What follows belongs to an exercise in optimizing a design on an open flow for small area, a short achievable clock period and few clock cycles; a production flow would make more cautious choices.
At most, simulation tests tie the RTL to the original design; equivalence was not proved.
Only the layout flow was run in run 4; the RTL was not checked for function there.

## flow/design.v (module list and top-level ports; edited modules follow where they fit)
// module renderStateRegs: 42 lines
// module surfaceControl: 99 lines
// module closestHit: 67 lines
// module axisMul: 2642 lines
// module surfaceUnit: 231 lines
module surfaceUnit #(
    parameter int FRAC_BITS   = 16,
    parameter int CHECKER_BIT = 18
) (
    input  logic        clk,
    input  logic        resetn,
    input  logic        addInput,
    input  surfacePkg::fixedT       rayOrigX,
    input  surfacePkg::fixedT       rayOrigY,
    input  surfacePkg::fixedT       rayOrigZ,
    input  surfacePkg::fixedT       rayDirX,
    input  surfacePkg::fixedT       rayDirY,
    input  surfacePkg::fixedT       rayDirZ,
    input  surfacePkg::pixelT       pixelX,
    input  surfacePkg::pixelT       pixelY,
    input  surfacePkg::bounceT      bounceLevel,
    input  surfacePkg::colorT       lastColor,
    output logic        fifoFull,
    output logic        rayStart,
    input  logic        hitValid,
    input  surfacePkg::fixedT       hitT,
    input  surfacePkg::primIndexT   hitPrim,
    input  surfacePkg::surfaceTypeT hitSurface,
    input  surfacePkg::colorT       hitColor,
    input  logic        candDone,
    input  logic        outputFull,
    output logic        valid,
    output surfacePkg::colorT       outColor,
    output surfacePkg::surfaceTypeT outSurface,
    output surfacePkg::primIndexT   outPrim,
    output surfacePkg::fixedT       hitPosX,
    output surfacePkg::fixedT       hitPosY,
    output surfacePkg::fixedT       hitPosZ,
    output surfacePkg::fixedT       shadowDirX,
    output surfacePkg::fixedT       shadowDirY,
    output surfacePkg::fixedT       shadowDirZ,
    output surfacePkg::pixelT       outPixelX,
    output surfacePkg::pixelT       outPixelY,
    output surfacePkg::bounceT      outBounce,
    output surfacePkg::colorT       outLastColor,
    input  logic        cfgWrite,
    input  surfacePkg::cfgAddrT     cfgAddr,
    input  logic [31:0] cfgData
);
  // ...
==> flow/run.sh <==
#!/bin/bash
# synth_recipe.tcl (not shown) runs the flow's synth.tcl, then flattens the netlist and writes it again
# the make line also repeats each setting of config.mk as NAME=value (left out here)
make -C /OpenROAD-flow-scripts/flow DESIGN_CONFIG=/design/flow/config.mk WORK_HOME=/design/flow/orfs CLKGATE_MAP_FILE= SYNTH_SCRIPT=/design/flow/synth_recipe.tcl finish
==> flow/config.mk <==
export PLATFORM = sky130hd
export DESIGN_NAME = surfaceUnit
export DESIGN_NICKNAME = surfaceUnit
export VERILOG_FILES = /design/flow/design.v
export SDC_FILE = /design/flow/constraint.sdc
export NUM_CORES = 4
export LEC_CHECK = 0
export CAP_MARGIN = 20
export CORE_MARGIN = 2
export CORE_UTILIZATION = 40
export PLACE_DENSITY = 0.6
export SLEW_MARGIN = 20
==> flow/constraint.sdc <==
create_clock -name core_clock -period 11.0 [get_ports {clk}]
set_input_delay 2.2000 -clock core_clock [delete_from_list [all_inputs] [get_ports {clk}]]
set_output_delay 2.2000 -clock core_clock [all_outputs]
set_load 0.01 [all_outputs]
==> results.tsv, run 1 <==
stage	metric	value	unit
yosys	synth_ff_type	edfxtp_1	
cts	cts_num_sinks	1511	
critical_path	crit_fanout	87	
yosys	synth_area	80300	sq um
placement	place_area	89200	sq um
floorplanning	die_y	452	um
placement	dp_cells	10227	
final_layout	seq_cell_count	1511	
global_routing	grt_max_degree	184	
yosys	synth_xor_area_frac	0.0125	
yosys	synth_top_area_share	0.372	
placement	dp_hpwl	170000	um
final_layout	drive_gt1_frac	0.0944	
yosys	synth_top_family_by_area	adder cells	
final_layout	final_area	94600	sq um
global_routing	antenna_found_initial	47	
sta	finalCriticalPeriod	6.36	ns
yosys	synth_cell_types	75	
route	firstDrtPassIters	7	
route	drtIter0Drc	5791	
outcome	outcome	finished clean	
yosys	synthArstFlopShare	0.128	
yosys	synth-edff-count	996	
cts	cts_tree	yes	
cts	postCtsResizedCells	0	
critical_path	crit_top_cell	fa_1	
sta	setup_violations	0	
sta	fmax	157	MHz
critical_path	cp_data_required_time	11.69	ns
yosys	synth_warnings	5	
final_layout	multi_input_area_share	0.370	
final_layout	clk_share	0.0571	
floorplanning	dieWidth	452	um
cts	clkSlewWorstSetupHoldPaths	0.06	ns
sta	final_hold_viol_count	0	
route	ant_nets	0	
sta	drv_slew	0	
Testbench counts, summed over its fixed seeds: cycles 9,983.
==> module surfaceUnit, before the edit <==
module surfaceUnit #(
    parameter int FRAC_BITS   = 16,
    parameter int CHECKER_BIT = 18
) (
    input  logic        clk,
    input  logic        resetn,
    input  logic        addInput,
    input  surfacePkg::fixedT       rayOrigX,
    input  surfacePkg::fixedT       rayOrigY,
    input  surfacePkg::fixedT       rayOrigZ,
    input  surfacePkg::fixedT       rayDirX,
    input  surfacePkg::fixedT       rayDirY,
    input  surfacePkg::fixedT       rayDirZ,
    input  surfacePkg::pixelT       pixelX,
    input  surfacePkg::pixelT       pixelY,
    input  surfacePkg::bounceT      bounceLevel,
    input  surfacePkg::colorT       lastColor,
    output logic        fifoFull,
    output logic        rayStart,
    input  logic        hitValid,
    input  surfacePkg::fixedT       hitT,
    input  surfacePkg::primIndexT   hitPrim,
    input  surfacePkg::surfaceTypeT hitSurface,
    input  surfacePkg::colorT       hitColor,
    input  logic        candDone,
    input  logic        outputFull,
    output logic        valid,
    output surfacePkg::colorT       outColor,
    output surfacePkg::surfaceTypeT outSurface,
    output surfacePkg::primIndexT   outPrim,
    output surfacePkg::fixedT       hitPosX,
    output surfacePkg::fixedT       hitPosY,
    output surfacePkg::fixedT       hitPosZ,
    output surfacePkg::fixedT       shadowDirX,
    output surfacePkg::fixedT       shadowDirY,
    output surfacePkg::fixedT       shadowDirZ,
    output surfacePkg::pixelT       outPixelX,
    output surfacePkg::pixelT       outPixelY,
    output surfacePkg::bounceT      outBounce,
    output surfacePkg::colorT       outLastColor,
    input  logic        cfgWrite,
    input  surfacePkg::cfgAddrT     cfgAddr,
    input  logic [31:0] cfgData
);
    surfacePkg::colorT       clearColor;
    surfacePkg::primIndexT   groundPrim;
    surfacePkg::fixedT       bufOrigX, bufOrigY, bufOrigZ;
    surfacePkg::fixedT       bufDirX, bufDirY, bufDirZ;
    surfacePkg::pixelT       bufPixelX, bufPixelY;
    surfacePkg::bounceT      bufBounce;
    surfacePkg::colorT       bufLastColor;
    logic                    candDoneR;
    surfacePkg::fixedT       finT;
    surfacePkg::surfaceTypeT finSurface;
    surfacePkg::primIndexT   finPrim;
    surfacePkg::colorT       finColor;
    logic surfFinish;
    logic trackerOk;
    logic capture;
    logic resultPend;      
    logic       bkFull;
    logic [1:0] bkAxis;    
    logic       bkGo;
    logic       bkIssue;
    logic       bkWaiting;
    logic       bkFree;
    surfacePkg::fixedT       bkT;
    surfacePkg::fixedT       bkOrigX, bkOrigY, bkOrigZ;
    surfacePkg::fixedT       bkDirX, bkDirY, bkDirZ;
    surfacePkg::surfaceTypeT bkSurface;
    surfacePkg::primIndexT   bkPrim;
    surfacePkg::colorT       bkColor;
    surfacePkg::pixelT       bkPixelX, bkPixelY;
    surfacePkg::bounceT      bkBounce;
    surfacePkg::colorT       bkLastColor;
    surfacePkg::fixedT       mulDir, mulOrig, mulRes;
    surfacePkg::fixedT       resZ1, resZ2;    
    logic       lastAxisRes;                  
    logic       recPend;                      
    logic       recHeld;
    logic       darkSquare;
    renderStateRegs i_renderState (
        .clk        (clk),
        .resetn     (resetn),
        .cfgWrite   (cfgWrite),
        .cfgAddr    (cfgAddr),
        .cfgData    (cfgData),
        .clearColor (clearColor),
        .lightDirX  (shadowDirX),
        .lightDirY  (shadowDirY),
        .lightDirZ  (shadowDirZ),
        .groundPrim (groundPrim)
    );
    surfaceControl i_control (
        .clk          (clk),
        .resetn       (resetn),
        .addInput     (addInput),
        .rayOrigX     (rayOrigX),
        .rayOrigY     (rayOrigY),
        .rayOrigZ     (rayOrigZ),
        .rayDirX      (rayDirX),
        .rayDirY      (rayDirY),
        .rayDirZ      (rayDirZ),
        .pixelX       (pixelX),
        .pixelY       (pixelY),
        .bounceLevel  (bounceLevel),
        .lastColor    (lastColor),
        .candDone     (candDone),
        .capture      (capture),
        .trackerOk    (trackerOk),
        .fifoFull     (fifoFull),
        .rayStart     (rayStart),
        .bufOrigX     (bufOrigX),
        .bufOrigY     (bufOrigY),
        .bufOrigZ     (bufOrigZ),
        .bufDirX      (bufDirX),
        .bufDirY      (bufDirY),
        .bufDirZ      (bufDirZ),
        .bufPixelX    (bufPixelX),
        .bufPixelY    (bufPixelY),
        .bufBounce    (bufBounce),
        .bufLastColor (bufLastColor),
        .surfFinish   (surfFinish)
    );
    closestHit i_closestHit (
        .clk        (clk),
        .resetn     (resetn),
        .hitValid   (hitValid),
        .hitT       (hitT),
        .hitPrim    (hitPrim),
        .hitSurface (hitSurface),
        .hitColor   (hitColor),
        .candDone   (candDone),
        .capture    (capture),
        .candDoneR  (candDoneR),
        .finT       (finT),
        .finSurface (finSurface),
        .finPrim    (finPrim),
        .finColor   (finColor)
    );
    assign bkWaiting = bkFull && (bkAxis == 2'd0);
    assign bkFree    = !bkFull || (bkAxis == 2'd2);
    assign capture   = (candDoneR || resultPend) && bkFree;
    assign recHeld = (recPend && !valid) || lastAxisRes;
    assign bkGo    = bkWaiting && (!outputFull || !recHeld);
    assign bkIssue = bkGo || (bkFull && (bkAxis != 2'd0));
    assign trackerOk = !(surfFinish && (candDoneR || resultPend)) &&
                       !((surfFinish || candDoneR || resultPend) && bkWaiting && !bkGo);
    always_ff @(posedge clk or negedge resetn) begin
        if (!resetn) begin
            resultPend  <= 1'b0;
            bkFull      <= 1'b0;
            bkAxis      <= 2'd0;
            lastAxisRes <= 1'b0;
            recPend     <= 1'b0;
            valid       <= 1'b0;
        end else begin
            resultPend <= (candDoneR || resultPend) && !capture;
            if (capture) begin
                bkFull <= 1'b1;
                bkAxis <= 2'd0;
            end else if (bkIssue) begin
                bkAxis <= (bkAxis == 2'd2) ? 2'd0 : bkAxis + 2'd1;
                if (bkAxis == 2'd2) begin
                    bkFull <= 1'b0;
                end
            end
            lastAxisRes <= bkFull && (bkAxis == 2'd2);
            recPend     <= lastAxisRes || (recPend && !valid);
            valid       <= (lastAxisRes || (recPend && !valid)) && !outputFull;
        end
    end
    always_ff @(posedge clk) begin
        if (capture) begin
            bkT         <= finT;
            bkSurface   <= finSurface;
            bkPrim      <= finPrim;
            bkColor     <= (finSurface != surfacePkg::stNone) ? finColor : clearColor;
            bkOrigX     <= bufOrigX;
            bkOrigY     <= bufOrigY;
            bkOrigZ     <= bufOrigZ;
            bkDirX      <= bufDirX;
            bkDirY      <= bufDirY;
            bkDirZ      <= bufDirZ;
            bkPixelX    <= bufPixelX;
            bkPixelY    <= bufPixelY;
            bkBounce    <= bufBounce;
            bkLastColor <= bufLastColor;
        end
    end
    always_comb begin
        case (bkAxis)
            2'd0:    begin mulDir = bkDirZ; mulOrig = bkOrigZ; end
            2'd1:    begin mulDir = bkDirX; mulOrig = bkOrigX; end
            default: begin mulDir = bkDirY; mulOrig = bkOrigY; end
        endcase
    end
    axisMul i_mul (
        .clk (clk),
        .t   (bkT),
        .d   (mulDir),
        .o   (mulOrig),
        .res (mulRes)
    );
    always_ff @(posedge clk) begin
        resZ1 <= mulRes;
        resZ2 <= resZ1;
    end
    assign darkSquare = (outSurface != surfacePkg::stNone) && (outPrim == groundPrim) &&
                        (resZ1[CHECKER_BIT] != resZ2[CHECKER_BIT]);
    always_ff @(posedge clk) begin
        if (bkFull && (bkAxis == 2'd2)) begin
            outColor     <= bkColor;
            outSurface   <= bkSurface;
            outPrim      <= bkPrim;
            outPixelX    <= bkPixelX;
            outPixelY    <= bkPixelY;
            outBounce    <= bkBounce;
            outLastColor <= bkLastColor;
        end
        if (lastAxisRes) begin
            hitPosX <= resZ1;
            hitPosY <= mulRes;
            hitPosZ <= resZ2;
            if (darkSquare) begin
                outColor <= {1'b0, outColor[23:17], 1'b0, outColor[15:9],
                             1'b0, outColor[7:1]};
            end
        end
    end
endmodule
==> inputs of run 2 (changes only) <==
--- a/flow/design.v
+++ b/flow/design.v
@@ -237,3 +237,5 @@
     input  logic        clk,
-    input  logic [31:0] t,
+    input  logic [15:0] bNeg,
+    input  logic [15:0] bOne,
+    input  logic [15:0] bTwo,
     input  logic [31:0] d,
@@ -1296,5 +1298,5 @@
     wire c1054;
-    wire neg0 = t[1];
-    wire one0 = t[0] ^ 1'b0;
-    wire two0 = (t[1] & ~t[0] & ~1'b0) | (~t[1] & t[0] & 1'b0);
+    wire neg0 = bNeg[0];
+    wire one0 = bOne[0];
+    wire two0 = bTwo[0];
     wire pp0_0 = neg0 ^ (one0 & d[0]);
@@ -1333,5 +1335,5 @@
     wire pp0_33 = ~(neg0 ^ ((one0 & d[31]) | (two0 & d[31])));
-    wire neg1 = t[3];
-    wire one1 = t[2] ^ t[1];
-    wire two1 = (t[3] & ~t[2] & ~t[1]) | (~t[3] & t[2] & t[1]);
+    wire neg1 = bNeg[1];
+    wire one1 = bOne[1];
+    wire two1 = bTwo[1];
     wire pp1_0 = neg1 ^ (one1 & d[0]);
@@ -1370,5 +1372,5 @@
     wire pp1_33 = ~(neg1 ^ ((one1 & d[31]) | (two1 & d[31])));
-    wire neg2 = t[5];
-    wire one2 = t[4] ^ t[3];
-    wire two2 = (t[5] & ~t[4] & ~t[3]) | (~t[5] & t[4] & t[3]);
+    wire neg2 = bNeg[2];
+    wire one2 = bOne[2];
+    wire two2 = bTwo[2];
     wire pp2_0 = neg2 ^ (one2 & d[0]);
@@ -1407,5 +1409,5 @@
     wire pp2_33 = ~(neg2 ^ ((one2 & d[31]) | (two2 & d[31])));
-    wire neg3 = t[7];
-    wire one3 = t[6] ^ t[5];
-    wire two3 = (t[7] & ~t[6] & ~t[5]) | (~t[7] & t[6] & t[5]);
+    wire neg3 = bNeg[3];
+    wire one3 = bOne[3];
+    wire two3 = bTwo[3];
     wire pp3_0 = neg3 ^ (one3 & d[0]);
@@ -1444,5 +1446,5 @@
     wire pp3_33 = ~(neg3 ^ ((one3 & d[31]) | (two3 & d[31])));
-    wire neg4 = t[9];
-    wire one4 = t[8] ^ t[7];
-    wire two4 = (t[9] & ~t[8] & ~t[7]) | (~t[9] & t[8] & t[7]);
+    wire neg4 = bNeg[4];
+    wire one4 = bOne[4];
+    wire two4 = bTwo[4];
     wire pp4_0 = neg4 ^ (one4 & d[0]);
@@ -1481,5 +1483,5 @@
     wire pp4_33 = ~(neg4 ^ ((one4 & d[31]) | (two4 & d[31])));
-    wire neg5 = t[11];
-    wire one5 = t[10] ^ t[9];
-    wire two5 = (t[11] & ~t[10] & ~t[9]) | (~t[11] & t[10] & t[9]);
+    wire neg5 = bNeg[5];
+    wire one5 = bOne[5];
+    wire two5 = bTwo[5];
     wire pp5_0 = neg5 ^ (one5 & d[0]);
@@ -1518,5 +1520,5 @@
     wire pp5_33 = ~(neg5 ^ ((one5 & d[31]) | (two5 & d[31])));
-    wire neg6 = t[13];
-    wire one6 = t[12] ^ t[11];
-    wire two6 = (t[13] & ~t[12] & ~t[11]) | (~t[13] & t[12] & t[11]);
+    wire neg6 = bNeg[6];
+    wire one6 = bOne[6];
+    wire two6 = bTwo[6];
     wire pp6_0 = neg6 ^ (one6 & d[0]);
@@ -1555,5 +1557,5 @@
     wire pp6_33 = ~(neg6 ^ ((one6 & d[31]) | (two6 & d[31])));
-    wire neg7 = t[15];
-    wire one7 = t[14] ^ t[13];
-    wire two7 = (t[15] & ~t[14] & ~t[13]) | (~t[15] & t[14] & t[13]);
+    wire neg7 = bNeg[7];
+    wire one7 = bOne[7];
+    wire two7 = bTwo[7];
     wire pp7_0 = neg7 ^ (one7 & d[0]);
@@ -1592,5 +1594,5 @@
     wire pp7_33 = ~(neg7 ^ ((one7 & d[31]) | (two7 & d[31])));
-    wire neg8 = t[17];
-    wire one8 = t[16] ^ t[15];
-    wire two8 = (t[17] & ~t[16] & ~t[15]) | (~t[17] & t[16] & t[15]);
+    wire neg8 = bNeg[8];
+    wire one8 = bOne[8];
+    wire two8 = bTwo[8];
     wire pp8_0 = neg8 ^ (one8 & d[0]);
@@ -1627,5 +1629,5 @@
     wire pp8_31 = neg8 ^ ((one8 & d[31]) | (two8 & d[30]));
-    wire neg9 = t[19];
-    wire one9 = t[18] ^ t[17];
-    wire two9 = (t[19] & ~t[18] & ~t[17]) | (~t[19] & t[18] & t[17]);
+    wire neg9 = bNeg[9];
+    wire one9 = bOne[9];
+    wire two9 = bTwo[9];
     wire pp9_0 = neg9 ^ (one9 & d[0]);
@@ -1660,5 +1662,5 @@
     wire pp9_29 = neg9 ^ ((one9 & d[29]) | (two9 & d[28]));
-    wire neg10 = t[21];
-    wire one10 = t[20] ^ t[19];
-    wire two10 = (t[21] & ~t[20] & ~t[19]) | (~t[21] & t[20] & t[19]);
+    wire neg10 = bNeg[10];
+    wire one10 = bOne[10];
+    wire two10 = bTwo[10];
     wire pp10_0 = neg10 ^ (one10 & d[0]);
@@ -1691,5 +1693,5 @@
     wire pp10_27 = neg10 ^ ((one10 & d[27]) | (two10 & d[26]));
-    wire neg11 = t[23];
-    wire one11 = t[22] ^ t[21];
-    wire two11 = (t[23] & ~t[22] & ~t[21]) | (~t[23] & t[22] & t[21]);
+    wire neg11 = bNeg[11];
+    wire one11 = bOne[11];
+    wire two11 = bTwo[11];
     wire pp11_0 = neg11 ^ (one11 & d[0]);
@@ -1720,5 +1722,5 @@
     wire pp11_25 = neg11 ^ ((one11 & d[25]) | (two11 & d[24]));
-    wire neg12 = t[25];
-    wire one12 = t[24] ^ t[23];
-    wire two12 = (t[25] & ~t[24] & ~t[23]) | (~t[25] & t[24] & t[23]);
+    wire neg12 = bNeg[12];
+    wire one12 = bOne[12];
+    wire two12 = bTwo[12];
     wire pp12_0 = neg12 ^ (one12 & d[0]);
@@ -1747,5 +1749,5 @@
     wire pp12_23 = neg12 ^ ((one12 & d[23]) | (two12 & d[22]));
-    wire neg13 = t[27];
-    wire one13 = t[26] ^ t[25];
-    wire two13 = (t[27] & ~t[26] & ~t[25]) | (~t[27] & t[26] & t[25]);
+    wire neg13 = bNeg[13];
+    wire one13 = bOne[13];
+    wire two13 = bTwo[13];
     wire pp13_0 = neg13 ^ (one13 & d[0]);
@@ -1772,5 +1774,5 @@
     wire pp13_21 = neg13 ^ ((one13 & d[21]) | (two13 & d[20]));
-    wire neg14 = t[29];
-    wire one14 = t[28] ^ t[27];
-    wire two14 = (t[29] & ~t[28] & ~t[27]) | (~t[29] & t[28] & t[27]);
+    wire neg14 = bNeg[14];
+    wire one14 = bOne[14];
+    wire two14 = bTwo[14];
     wire pp14_0 = neg14 ^ (one14 & d[0]);
@@ -1795,5 +1797,5 @@
     wire pp14_19 = neg14 ^ ((one14 & d[19]) | (two14 & d[18]));
-    wire neg15 = t[31];
-    wire one15 = t[30] ^ t[29];
-    wire two15 = (t[31] & ~t[30] & ~t[29]) | (~t[31] & t[30] & t[29]);
+    wire neg15 = bNeg[15];
+    wire one15 = bOne[15];
+    wire two15 = bTwo[15];
     wire pp15_0 = neg15 ^ (one15 & d[0]);
@@ -2944,5 +2946,6 @@
     logic       bkFree;
-    surfacePkg::fixedT       bkT;
-    surfacePkg::fixedT       bkOrigX, bkOrigY, bkOrigZ;
-    surfacePkg::fixedT       bkDirX, bkDirY, bkDirZ;
+    logic [15:0]             bkNeg, bkOne, bkTwo;    
+    logic [15:0]             finNeg, finOne, finTwo;
+    surfacePkg::fixedT       bkOrigX, bkOrigY;
+    surfacePkg::fixedT       bkDirX, bkDirY;
     surfacePkg::surfaceTypeT bkSurface;
@@ -2954,3 +2957,4 @@
     surfacePkg::fixedT       mulDir, mulOrig, mulRes;
-    surfacePkg::fixedT       resZ1, resZ2;    
+    logic       resValid;                     
+    logic [1:0] resAxis;                      
     logic       lastAxisRes;                  
@@ -3031,3 +3035,4 @@
             bkAxis      <= 2'd0;
-            lastAxisRes <= 1'b0;
+            resValid    <= 1'b0;
+            resAxis     <= 2'd0;
             recPend     <= 1'b0;
@@ -3045,3 +3050,4 @@
             end
-            lastAxisRes <= bkFull && (bkAxis == 2'd2);
+            resValid    <= bkIssue;
+            resAxis     <= bkAxis;
             recPend     <= lastAxisRes || (recPend && !valid);
@@ -3052,3 +3058,5 @@
         if (capture) begin
-            bkT         <= finT;
+            bkNeg       <= finNeg;
+            bkOne       <= finOne;
+            bkTwo       <= finTwo;
             bkSurface   <= finSurface;
@@ -3058,6 +3066,4 @@
             bkOrigY     <= bufOrigY;
-            bkOrigZ     <= bufOrigZ;
             bkDirX      <= bufDirX;
             bkDirY      <= bufDirY;
-            bkDirZ      <= bufDirZ;
             bkPixelX    <= bufPixelX;
@@ -3069,11 +3075,23 @@
     always_comb begin
-        case (bkAxis)
-            2'd0:    begin mulDir = bkDirZ; mulOrig = bkOrigZ; end
-            2'd1:    begin mulDir = bkDirX; mulOrig = bkOrigX; end
-            default: begin mulDir = bkDirY; mulOrig = bkOrigY; end
-        endcase
+        for (int i = 0; i < 16; i++) begin
+            finNeg[i] = finT[2*i+1];
+            finOne[i] = finT[2*i] ^ ((i == 0) ? 1'b0 : finT[2*i-1]);
+            finTwo[i] = (finT[2*i+1] && !finT[2*i] && !((i == 0) ? 1'b0 : finT[2*i-1])) ||
+                        (!finT[2*i+1] && finT[2*i] && ((i == 0) ? 1'b0 : finT[2*i-1]));
+        end
+    end
+    always_ff @(posedge clk) begin
+        if (capture) begin
+            mulDir  <= bufDirZ;
+            mulOrig <= bufOrigZ;
+        end else if (bkIssue) begin
+            mulDir  <= (bkAxis == 2'd0) ? bkDirX : bkDirY;
+            mulOrig <= (bkAxis == 2'd0) ? bkOrigX : bkOrigY;
+        end
     end
     axisMul i_mul (
-        .clk (clk),
-        .t   (bkT),
+        .clk  (clk),
+        .bNeg (bkNeg),
+        .bOne (bkOne),
+        .bTwo (bkTwo),
         .d   (mulDir),
@@ -3082,8 +3100,5 @@
     );
-    always_ff @(posedge clk) begin
-        resZ1 <= mulRes;
-        resZ2 <= resZ1;
-    end
+    assign lastAxisRes = resValid && (resAxis == 2'd2);
     assign darkSquare = (outSurface != surfacePkg::stNone) && (outPrim == groundPrim) &&
-                        (resZ1[CHECKER_BIT] != resZ2[CHECKER_BIT]);
+                        (hitPosX[CHECKER_BIT] != hitPosZ[CHECKER_BIT]);
     always_ff @(posedge clk) begin
@@ -3098,6 +3113,10 @@
         end
+        if (resValid && (resAxis == 2'd0)) begin
+            hitPosZ <= mulRes;
+        end
+        if (resValid && (resAxis == 2'd1)) begin
+            hitPosX <= mulRes;
+        end
         if (lastAxisRes) begin
-            hitPosX <= resZ1;
             hitPosY <= mulRes;
-            hitPosZ <= resZ2;
             if (darkSquare) begin
--- a/flow/config.mk
+++ b/flow/config.mk
@@ -7,2 +7,3 @@
 export LEC_CHECK = 0
+export ABC_CLOCK_PERIOD_IN_PS = 3000
 export CAP_MARGIN = 20
@@ -11,2 +12,3 @@
 export PLACE_DENSITY = 0.6
+export SETUP_SLACK_MARGIN = 5
 export SLEW_MARGIN = 20
==> run 2 against run 1 <==
Effect of this change: global-route usage shrank 2.5 points; synthesized cell count shrank 35%; design area decreased by 13%; die area fell by 15%; worst setup slack improved by 1.3 ns; critical path type unchanged; cell count decreased by 26%; routed wire length is 25% lower; hold slack better by 0.093 ns; count of clock-buffer cells in the layout up 14; still clean; via count is 30% lower; register-to-register slack better by 1.3 ns.
==> results.tsv, run 2 <==
stage	metric	value	unit	change
outcome	outcome	finished clean		
route	wirelength	185000	um	
yosys	synthArstFlopShare	0.133		+0.00538
placement	dp_cells	7487		-27%
yosys	yosys-top-cells-area	edfxtp_1, fa_1, dfxtp_1		
global_routing	grt_max_degree	138		-25%
sta	setup_violations	0		unchanged
cts	cts-root-buf	clkbuf_16		
final_layout	final_area	82700	sq um	-13%
floorplanning	start_util	0.403		
yosys	synth_area_leader_cell	edfxtp_1		
sta	drv_slew	0		unchanged
global_routing	antenna_found_initial	49		+4.3%
floorplanning	dieWidth	417	um	-7.7%
floorplanning	die_y	417	um	-7.7%
yosys	synth_cell_types	75		unchanged
route	drtIter0Drc	3458		-40%
final_layout	drive_gt1_frac	0.110		+0.0157
critical_path	crit_path_end_kind	flip-flop		
final_layout	most-common-layout-cells	edfxtp_1, clkdlybuf4s50_1, inv_1, a22oi_1, fa_1		
min_path	hp-start	i_control.inOrigX[13]		
route	firstDrtPassIters	6		-1
yosys	synth_simple_gate_area_share	0.0311		
sta	fin_hold_ws	0.410	ns	
floorplanning	ios	657		
yosys	synth_xor_area_frac	0.0731		+0.0606
floorplanning	num_rows	151		
cts	cts_tree	yes		
yosys	synth_fa_ha_area_frac	0.137		
placement	dp_hpwl	123000	um	-27%
yosys	synth_ff_type	edfxtp_1		
global_routing	grt_pass1_wl	274000	um	
cts	postCtsResizedCells	0		unchanged
yosys	synth_area	68400	sq um	-15%
yosys	synth_most_common_cell	edfxtp_1		
floorplanning	coreArea	170000	sq um	
sta	rsz0062_at_grt	false		
cts	postCtsSetupBuffers	0		
yosys	synth-edff-count	1012		+1.6%
yosys	avgSynthCellArea	14.2	sq um	
final_layout	area_growth_syn_to_layout	21.0	%	
global_routing	track_usage	0.213		
cts	clk_latency	0.82	ns	
sta	skew	0.0495	ns	
job	max-cap-violations	0		
cts	ctsHtreeMaxLevel	4		
sta	finalCritPeriodShare	0.455		
sta	tightest_slew	1.07	ns	
cts	cts_num_sinks	1465		-3.0%
final_layout	final_cells	7793		
critical_path	criticalPathCategory	flip-flop to flip-flop		
cts	postCtsHoldBufs	0		
min_path	min_path_type	flip-flop to flip-flop		
critical_path	cp_data_required_time	11.55	ns	-0.14 ns
placement	gp_congestion	0.872		
sta	final_hold_viol_count	0		unchanged
yosys	yosys-mux-area-fraction	0.0437		
critical_path	r2r_start	i_closestHit.bestT[7]		
yosys	synth_top_family_by_area	adder cells		
final_layout	final_common_cell	edfxtp_1		
cts	cts_buffers	157		
final_layout	nets	6308		
sta	slew_headroom	0.275		
cts	cts.path.max_buffers	3		
yosys	synth_compound_area_frac	0.0791		
yosys	synth_warnings	5		unchanged
sta	finalCriticalPeriod	5.01	ns	-1.35 ns
global_routing	gr-total-overflow	0		
yosys	synth-seq-cells	1465		
sta	fmax	200	MHz	+27%
route	dr_total_vias	40555		
yosys	synth_common_cells	edfxtp_1, inv_1, a22oi_1		
global_routing	grt_pass1_vias	42231		
route	ant_nets	0		unchanged
critical_path	crit_fanout	85		-2.3%
yosys	synth_top_area_share	0.444		+0.0722
yosys	synthCells	4815		
critical_path	crit_arrival	5.56	ns	
placement	numPortBuffers	656		
critical_path	start_kind	flip-flop		
placement	place_area	77500	sq um	-13%
yosys	ys_seq_area_frac	0.592		
route	drc	0		
yosys	syn-num-nets	5695		
cts	clkSlewWorstSetupHoldPaths	0.06	ns	about the same
route	wl_per_cell	23.8	um	
critical_path	worstSetupStartpoint	i_closestHit.bestT[7]		
route	viasPerCell	5.20		
floorplanning	die-area	174000	sq um	
## run 2: changes by cell type after synthesis, moves of 330 or more
cell / before / now
nor2_1: 530 / 67
nand2_1: 959 / 202
a21oi_1: 597 / 64
a22oi_1: 31 / 441
clkbuf_1: 584 / 230
o21ai_0: 505 / 116
maj3_1: 331 / 1
## run 2: worst paths after layout
| kind | end | slack [ns] | cells after the start |
|---|---|---|---|
| max reg2reg | bkColor[12] | 5.99 | 12 |
| max | bkColor[12] | 5.99 | 12 |
| min reg2reg | i_control.bufOrigX[13] | 0.41 | 0 |
| min | i_control.bufOrigX[13] | 0.41 | 0 |
| min in group asynchronous | i_renderState.lightDirX[30] | 1.48 | 1 |
| max in group asynchronous | i_closestHit.bestT[18] | 7.60 | 3 |
## run 2: logic make-up after synthesis
| family | Yosys count |
|---|---|
| muxes | 274 |
| DFF | 1465 |
| and+or+nand+nor | 446 |
| AOI/OAI and AO/OA | 760 |
| adders and majority gates | 517 |
| xor gates and xnor gates | 571 |
| buffers and inverters | 782 |
## run 2: final cells by class
cell class / instances / area (sq um)
Antenna cell: 15 / 37.5
Clock buffer: 220 / 4380
Clock inverter: 71 / 875
Fill cell: 14718 / 86900
Inverter: 475 / 1800
Multi-Input combinational cell: 2568 / 25000
Sequential cell: 1465 / 40500
Tap cell: 2218 / 2780
Timing Repair Buffer: 761 / 7390
## run 2: stage by stage
step                       util  setup TNS [ns]  setup WS, ns
after detailed placement  0.457               0          6.13
after floorplan               -        -1691.88         -6.71
after global routing      0.488               0          5.69
after CTS                 0.487               0          6.07
after global placement    0.457               0          6.17
final                     0.488               0          5.99
## run 2: metal layers
layer	routed length (um)	up-vias	GRT usage
li1	-	18079	-
met1	72300	20366	0.261
met2	90400	1610	0.352
met3	16100	442	0.0656
met4	6290	58	0.0832
met5	345	-	0
## run 2: critical path, cell delays in order (launching register included)
cell and delay, ns:
dfstp_2 0.58, inv_1 0.08, ha_1 0.30, nand4_1 0.09
o31ai_1 0.53, a31oi_1 0.22, o21ai_1 0.28, mux2i_4 0.33
buf_4 0.65, buf_4 0.88, o21ai_2 0.10, buf_4 0.27
o221a_2 0.29
Testbench counts of run 2, summed over its fixed seeds: cycles 9,983.
==> inputs of run 3 (changes only) <==
==> flow/flow/run.sh (new file) <==
#!/bin/bash
# Standard layout, with timing repair aiming for extra setup slack
# (the clock period and constraints are the design's, unchanged).
set -o pipefail
cp standard.sh standard_sh_copy.log 2>/dev/null
export SETUP_SLACK_MARGIN=7
# Port buffers: the smallest plain buffer instead of the default pick
export BUFFER_PORTS_ARGS="-buffer_cell sky130_fd_sc_hd__buf_1"
bash standard.sh > standard_flow.log 2>&1
==> flow/standard.sh (new file) <==
#!/bin/bash
# synth_recipe.tcl (not shown) runs the flow's synth.tcl, then flattens the netlist and writes it again
# the make line also repeats each setting of config.mk as NAME=value (left out here)
make -C /OpenROAD-flow-scripts/flow DESIGN_CONFIG=/design/flow/config.mk WORK_HOME=/design/flow/orfs CLKGATE_MAP_FILE= SYNTH_SCRIPT=/design/flow/synth_recipe.tcl "${@:-finish}"
--- a/flow/config.mk
+++ b/flow/config.mk
@@ -10,5 +10,6 @@
 export CORE_MARGIN = 2
-export CORE_UTILIZATION = 40
-export PLACE_DENSITY = 0.6
-export SETUP_SLACK_MARGIN = 5
+export CORE_UTILIZATION = 58
+export CTS_CLUSTER_DIAMETER = 75
+export CTS_CLUSTER_SIZE = 28
+export PLACE_DENSITY = 0.72
 export SLEW_MARGIN = 20
removed: flow/run.sh
==> run 3 against run 2 <==
Effect of this change: worst setup slack gained 1.0 ns; synthesized cell count did not move; count of clock-buffer cells in the layout fell by 129; non-clock buffer count up 38; hold slack gained 0.0020 ns; fmax grew 26%; flip-flop and latch count did not move; critical path depth is 3 lower; cell count fell by 10%; core utilization increased by 17 points; die area fell by 31%; critical path type unchanged; critical endpoint is now i_mul.r924.
==> results.tsv, run 3 <==
stage	metric	value	unit	change
critical_path	crit_path_end_kind	flip-flop		
route	drtIter0Drc	4133		+20%
floorplanning	ios	657		unchanged
cts	cts.path.max_buffers	3		unchanged
yosys	synth-seq-cells	1465		unchanged
final_layout	area_growth_syn_to_layout	12.1	%	
critical_path	path_buf_inv	2		-2
global_routing	track_usage	0.281		+0.0682
cts	clk_latency	0.73	ns	-0.09 ns
floorplanning	start_util	0.587		+0.184
critical_path	cp_top_family	adder cells		
placement	dp_cells	6789		-9.3%
sta	fmax	252	MHz	+26%
yosys	synth-edff-count	1012		unchanged
placement	dp_hpwl	113000	um	-8.6%
yosys	synth_area_leader_cell	edfxtp_1		
cts	cts_buffers	79		-50%
global_routing	grt_pass1_vias	41511		-1.7%
sta	skew	0.0605	ns	+0.0110 ns
route	viasPerCell	5.83		+12%
yosys	synth_cell_types	75		unchanged
final_layout	finish.utilization	0.658		+0.170
cts	ctsHtreeMaxLevel	3		-1
cts	cts_num_sinks	1465		unchanged
critical_path	start_kind	flip-flop		
critical_path	crit_top_cell	fa_1		
final_layout	final_common_cell	edfxtp_1		
sta	slew_headroom	0.293		+0.0177
yosys	yosys-top-cells-area	edfxtp_1, fa_1, dfxtp_1		
route	drc	0		unchanged
yosys	synth_area	68400	sq um	unchanged
yosys	synth_top_area_share	0.444		unchanged
sta	setup_violations	0		unchanged
placement	gp_congestion	0.876		+0.41%
critical_path	critPathMaxStageDelay	0.65	ns	-0.23 ns
yosys	synth_common_cells	edfxtp_1, inv_1, a22oi_1		
critical_path	criticalPathCategory	flip-flop to flip-flop		
floorplanning	coreArea	117000	sq um	-31%
final_layout	final_cells	6984		-10%
sta	rsz0062_at_grt	true		
yosys	synthCells	4815		unchanged
route	wl_per_cell	24.6	um	+3.3%
floorplanning	die-area	121000	sq um	-31%
placement	numPortBuffers	656		unchanged
critical_path	slowest_stage	fa_1		
yosys	synthArstFlopShare	0.133		unchanged
floorplanning	dieWidth	347	um	-17%
final_layout	nets	6269		-0.62%
critical_path	crit_arrival	4.59	ns	-0.97 ns
sta	fin_setup_tns	0	ns	unchanged
sta	tightest_slew	1.06	ns	-0.0113 ns
critical_path	crit_fanout	12		-86%
cts	cts_tree	yes		
min_path	min_path_type	flip-flop to flip-flop		
route	wirelength	172000	um	-7.5%
yosys	avgSynthCellArea	14.2	sq um	unchanged
floorplanning	die_y	347	um	-17%
route	dr_total_vias	40683		+0.32%
yosys	ys_seq_area_frac	0.592		unchanged
yosys	synth_ff_type	edfxtp_1		
sta	final_hold_viol_count	0		unchanged
final_layout	most-common-layout-cells	edfxtp_1, buf_1, inv_1, a22oi_1, fa_1		
route	firstDrtPassIters	7		+1
critical_path	crit_chain	buf_6 > clkbuf_16 > a22oi_1 > xnor2_1 > fa_1 > fa_1 > fa_1 > fa_1 > fa_1		
yosys	synth_most_common_cell	edfxtp_1		
sta	finalCriticalPeriod	3.96	ns	-1.05 ns
global_routing	grt_max_degree	176		+28%
global_routing	antenna_found_initial	19		-61%
sta	drv_slew	0		unchanged
critical_path	cp_data_required_time	11.63	ns	+0.08 ns
cts	clkSlewWorstSetupHoldPaths	0.10	ns	+0.04 ns
global_routing	gr-total-overflow	0		unchanged
outcome	outcome	finished clean		
sta	finalCritPeriodShare	0.360		-0.0952
yosys	synth_warnings	5		unchanged
route	ant_nets	0		unchanged
floorplanning	num_rows	125		-17%
yosys	syn-num-nets	5695		unchanged
final_layout	drive_gt1_frac	0.112		+0.00173
job	max-cap-violations	0		unchanged
global_routing	grt_pass1_wl	254000	um	-7.5%
cts	cts-root-buf	clkbuf_16		
run 3: cell counts after synthesis:
No cell type changed its count.
run 3: cell families after synthesis:
kind of cell    Yosys count  synth area share
compound gates          760            0.0791
xor+xnor                571            0.0731
fa+ha+maj               517             0.137
buf+inv                 782            0.0436
flops                  1465             0.592
mux                     274            0.0437
simple gates            446            0.0311
run 3: metrics by stage:
stage / cell area (sq um) / setup slack, ns / hold slack, ns
2_1_floorplan: 68400 / -6.71 / 0.346
3_3_place_gp: 72400 / 6.47 / 0.400
4_1_cts: 75600 / 6.92 / 0.413
3_5_place_dp: 72500 / 6.38 / 0.405
5_1_grt: 76600 / 6.87 / 0.417
6_report: 76600 / 7.04 / 0.412
run 3: timing repair:
item	CTS	global route
hold endpoints to repair	0	0
cloned	1	8
hold buffers	0	0
pin swaps	1	34
buffers inserted	16	18
resized for setup	41	157
setup endpoints to repair	140	239
run 3: cell type report:
cell class	count	area, sq um
diodes	13	32.5
clock buffers	91	2050
clock inverters	48	732
fillers	8456	39900
inverters	475	1800
multi-input cells	2569	25400
flip-flops and latches	1465	40500
well taps	1524	1910
repair buffers	799	4220
run 3: worst register-to-register path, delay by kind of cell, from the launching register on:
kind                       cells  cell delay, ns
adders and majority gates      5            2.68
DFF                            1            0.50
buffers and inverters          2            0.37
AOI/OAI and AO/OA              1            0.21
xor gates and xnor gates       1            0.12
run 3: worst paths after layout:
check                                           start                          end  slack, ns  cells past startpoint
worst max-delay path                       mulDir[23]                   i_mul.r924       7.04                      9
worst min-delay path            i_control.bufDirX[25]                   bkDirX[25]       0.41                      0
worst max register to register             mulDir[23]                   i_mul.r924       7.04                      9
worst min register to register  i_control.bufDirX[25]                   bkDirX[25]       0.41                      0
max in group asynchronous                      resetn       i_closestHit.bestT[31]       7.86                      3
min in group asynchronous                      resetn  i_renderState.lightDirX[30]       1.43                      1
run 3: routing by layer:
| layer | GRT usage | share of wire | up-vias |
|---|---|---|---|
| li1 | - | - | 17907 |
| met1 | 0.362 | 0.38 | 20246 |
| met2 | 0.454 | 0.47 | 2042 |
| met3 | 0.0645 | 0.097 | 486 |
| met4 | 0.134 | 0.050 | 2 |
| met5 | 0.000800 | 0.000076 | - |
==> inputs of run 4 (changes only) <==
--- a/flow/design.v
+++ b/flow/design.v
@@ -2948,4 +2948,5 @@
     logic [15:0]             finNeg, finOne, finTwo;
-    surfacePkg::fixedT       bkOrigX, bkOrigY;
-    surfacePkg::fixedT       bkDirX, bkDirY;
+    logic                    selZ, selX, selY;       
+    surfacePkg::fixedT       bkOrigX, bkOrigY, bkOrigZ;
+    surfacePkg::fixedT       bkDirX, bkDirY, bkDirZ;
     surfacePkg::surfaceTypeT bkSurface;
@@ -3066,4 +3067,6 @@
             bkOrigY     <= bufOrigY;
+            bkOrigZ     <= bufOrigZ;
             bkDirX      <= bufDirX;
             bkDirY      <= bufDirY;
+            bkDirZ      <= bufDirZ;
             bkPixelX    <= bufPixelX;
@@ -3082,11 +3085,15 @@
     end
-    always_ff @(posedge clk) begin
-        if (capture) begin
-            mulDir  <= bufDirZ;
-            mulOrig <= bufOrigZ;
-        end else if (bkIssue) begin
-            mulDir  <= (bkAxis == 2'd0) ? bkDirX : bkDirY;
-            mulOrig <= (bkAxis == 2'd0) ? bkOrigX : bkOrigY;
+    always_ff @(posedge clk or negedge resetn) begin
+        if (!resetn) begin
+            selZ <= 1'b1;
+            selX <= 1'b0;
+            selY <= 1'b0;
+        end else begin
+            selZ <= capture || ((bkAxis == 2'd0) && !bkIssue) || (bkAxis == 2'd2);
+            selX <= !capture && (bkAxis == 2'd0) && bkIssue;
+            selY <= !capture && (bkAxis == 2'd1);
         end
     end
+    assign mulDir  = ({32{selZ}} & bkDirZ) | ({32{selX}} & bkDirX) | ({32{selY}} & bkDirY);
+    assign mulOrig = ({32{selZ}} & bkOrigZ) | ({32{selX}} & bkOrigX) | ({32{selY}} & bkOrigY);
     axisMul i_mul (
==> flow/run.sh (new file) <==
#!/bin/bash
# synth_recipe.tcl (not shown) runs the flow's synth.tcl, then flattens the netlist and writes it again
# the make line also repeats each setting of config.mk as NAME=value (left out here)
make -C /OpenROAD-flow-scripts/flow DESIGN_CONFIG=/design/flow/config.mk WORK_HOME=/design/flow/orfs CLKGATE_MAP_FILE= SYNTH_SCRIPT=/design/flow/synth_recipe.tcl finish
--- a/flow/config.mk
+++ b/flow/config.mk
@@ -10,6 +10,5 @@
 export CORE_MARGIN = 2
-export CORE_UTILIZATION = 58
-export CTS_CLUSTER_DIAMETER = 75
-export CTS_CLUSTER_SIZE = 28
-export PLACE_DENSITY = 0.72
+export CORE_UTILIZATION = 40
+export PLACE_DENSITY = 0.6
+export SETUP_SLACK_MARGIN = 5
 export SLEW_MARGIN = 20
removed: flow/flow/run.sh
removed: flow/standard.sh
==> run 4 against run 3 <==
Effect of this change: die area up 43%; sequential share of layout area is 3.5 points lower; worst setup slack got worse by 1.6 ns; flip-flop and latch count up 3; still clean; critical path depth increased by 1; non-clock buffer count shrank 31; clock skew is 0.021 ns lower; critical path type unchanged; synthesized cell count shrank 0.12%.
==> results.tsv, run 4 <==
stage	metric	value	unit	change
floorplanning	ios	657		unchanged
route	viasPerCell	5.21		-11%
sta	worst_slack	5.47	ns	-1.57 ns
yosys	synth_ff_type	edfxtp_1		
yosys	synth_common_cells	edfxtp_1, inv_1, a22oi_1		
global_routing	antenna_found_initial	56		+37
route	firstDrtPassIters	6		-1
sta	skew	0.0397	ns	-0.0208 ns
placement	gp_congestion	0.861		-1.7%
min_path	min_path_type	flip-flop to flip-flop		
critical_path	cp_data_required_time	11.66	ns	+0.03 ns
sta	tightest_slew	1.17	ns	+0.108 ns
critical_path	crit_path_end_kind	flip-flop		
global_routing	grt_max_degree	156		-11%
floorplanning	coreArea	169000	sq um	+45%
sta	slew_headroom	0.222		-0.0709
yosys	yosys-top-cells-area	edfxtp_1, fa_1, dfxtp_1		
yosys	synth_most_common_cell	edfxtp_1		
cts	clkSlewWorstSetupHoldPaths	0.06	ns	-0.04 ns
global_routing	track_usage	0.213		-0.0680
floorplanning	start_util	0.402		-0.185
final_layout	most-common-layout-cells	edfxtp_1, clkdlybuf4s50_1, inv_1, a22oi_1, fa_1		
global_routing	grt_pass1_wl	275000	um	+8.4%
placement	dp_hpwl	125000	um	+11%
yosys	synth_top_area_share	0.448		+0.00319
yosys	synth_area_leader_cell	edfxtp_1		
job	max-cap-violations	0		unchanged
placement	pre_cts_slack	5.50	ns	-0.879 ns
cts	cts-root-buf	clkbuf_16		
yosys	ys_seq_area_frac	0.597		+0.00538
route	drc	0		unchanged
floorplanning	die_y	416	um	+20%
min_path	hp-start	i_control.bufOrigY[3]		
critical_path	start_kind	flip-flop		
critical_path	rrSetupSlack	5.47	ns	-1.57 ns
yosys	avgSynthCellArea	14.1	sq um	-0.59%
sta	drv_slew	0		unchanged
placement	numPortBuffers	656		unchanged
cts	cts_num_sinks	1468		+0.20%
critical_path	criticalPathCategory	flip-flop to flip-flop		
cts	cts_buffers	156		+97%
cts	cts.path.max_buffers	3		unchanged
final_layout	final_cells	7790		+12%
yosys	synthArstFlopShare	0.135		+0.00177
yosys	synth-seq-cells	1468		+0.20%
outcome	outcome	finished clean		
final_layout	nets	6307		+0.61%
cts	ctsHtreeMaxLevel	4		+1
route	wl_per_cell	23.6	um	-4.0%
min_path	whs_path_depth	0		unchanged
cts	postCtsSetupBuffers	0		-16
yosys	synth-edff-count	1012		unchanged
global_routing	gr-total-overflow	0		unchanged
sta	finalCriticalPeriod	5.53	ns	+1.57 ns
route	dr_total_vias	40598		-0.21%
critical_path	crit_fanout	47		+35
yosys	synth_warnings	5		unchanged
min_path	whs_endpoint	bkOrigY[3]		
sta	final_hold_viol_count	0		unchanged
route	ant_nets	0		unchanged
sta	setup_violations	0		unchanged
route	wirelength	184000	um	+7.0%
sta	rsz0062_at_grt	false		
critical_path	r2r_start	selZ		
placement	dp_cells	7486		+10%
sta	fmax	181	MHz	-28%
final_layout	drive_gt1_frac	0.105		-0.00662
critical_path	reg2reg_depth	10		+1
final_layout	final_area	82200	sq um	+7.2%
yosys	synth_cell_types	70		-6.7%
cts	postCtsHoldBufs	0		unchanged
floorplanning	die-area	173000	sq um	+43%
final_layout	final_common_cell	edfxtp_1		
cts	cts_tree	yes		
critical_path	crit_arrival	6.19	ns	+1.60 ns
sta	finalCritPeriodShare	0.503		+0.142
floorplanning	dieWidth	416	um	+20%
final_layout	area_growth_syn_to_layout	21.0	%	
critical_path	r2r-end	i_mul.r924		
cts	postCtsResizedCells	0		-100%
yosys	synthCells	4809		-0.12%
placement	place_area	77100	sq um	+6.3%
floorplanning	num_rows	151		+21%
final_layout	finish.utilization	0.486		-0.171
yosys	synth_area	67900	sq um	-0.71%
global_routing	grt_pass1_vias	42314		+1.9%
route	drtIter0Drc	3349		-19%
cts	clk_latency	0.81	ns	+0.08 ns
yosys	syn-num-nets	5689		-0.11%
-- run 4: cells by family (layout without fill, tap and decap cells) --
kind of cell             after synthesis  in the layout  synth area share
multiplexers                         167            167            0.0277
AND/OR/NAND/NOR                      498            498            0.0327
buffers and inverters                799           1542            0.0447
adder cells (fa/ha/maj)              517            517             0.138
XOR/XNOR                             567            567            0.0732
other                                  0             20                 0
AO/OA/AOI/OAI                        793            793            0.0860
flip-flops                          1468           1468             0.597
-- run 4: worst max-delay path by stage --
| stage | start | endpoint | slack [ns] | cells past startpoint |
|---|---|---|---|---|
| finish | selZ | i_mul.r924 | 5.47 | 10 |
| global route | selZ | i_mul.r924 | 5.22 | 10 |
| CTS | selZ | i_mul.r891 | 5.51 | 15 |
| detailed placement | selZ | i_mul.r891 | 5.50 | 15 |
| global placement | selZ | i_mul.r891 | 5.63 | 15 |
| floorplan | i_control.inFull | i_control.bufBounce[0] | -6.71 | 2 |
-- run 4: through the flow --
step	setup TNS, ns	hold slack (ns)
global route	0	0.405
detailed placement	0	0.405
floorplan	-1691.88	0.346
CTS	0	0.377
finish	0	0.390
global placement	0	0.400
-- run 4: area by class of cell --
cell class	instances	area (sq um)
Antenna cell	20	50.0
Clock buffer	223	4470
Clock inverter	60	578
Fill cell	14735	86700
Inverter	491	1850
Multi-Input combinational cell	2542	24500
Sequential cell	1468	40600
Tap cell	2218	2780
Timing Repair Buffer	768	7430
-- run 4: layer usage --
layer | vias up | share of wire | global-route usage
met5 | - | 0.0018 | 0.000556
met4 | 50 | 0.033 | 0.0821
met3 | 339 | 0.081 | 0.0573
met2 | 1586 | 0.49 | 0.349
met1 | 20532 | 0.40 | 0.270
li1 | 18091 | - | -
-- run 4: worst max-delay path, stage by stage (launching register included) --
cell and delay, ns:
dfstp_2 0.80, buf_4 0.62, a22oi_1 0.17, nand2_2 0.76, a22oi_1 0.19, xnor2_1 0.26
fa_1 0.49, fa_1 0.58, fa_1 0.45, fa_1 0.52, fa_1 0.47

-- what the ideal ports hide --
Ports are ideal in the flow. The routed layouts listed here were re-timed in OpenROAD. Step 1 sets driving cells, clkbuf_16 on the clock port and buf_2 on the other inputs (assumed; they add their load-dependent delay and slew). Step 2 times the ports against the registers' clock, not the clock port: input delays grow and output delays shrink by t, the midpoint of the rising clock arrivals with the driver on. Three values: ideal, step 1, step 2; two values: the first two.
| run | shift t [ns] | setup slack, ns | worst setup path after step 2 | worst slew at a driven data input, ns |
|---|---|---|---|---|
| run 1 | 0.890 | 4.643 / 4.643 / 4.643 | register to register | 0.20 |
| run 2 | 0.882 | 5.990 / 5.990 / 5.990 | register to register | 0.12 |
| run 3 | 0.773 | 7.038 / 7.038 / 6.567 | input to register | 0.14 |
| run 4 | 0.875 | 5.472 / 5.472 / 5.472 | register to register | 0.14 |
After both steps setup and hold are still met in every run listed. For run 3, which loses most, drivers alone change the setup slack by 0.000 ns; drivers and shift together by -0.471 ns.
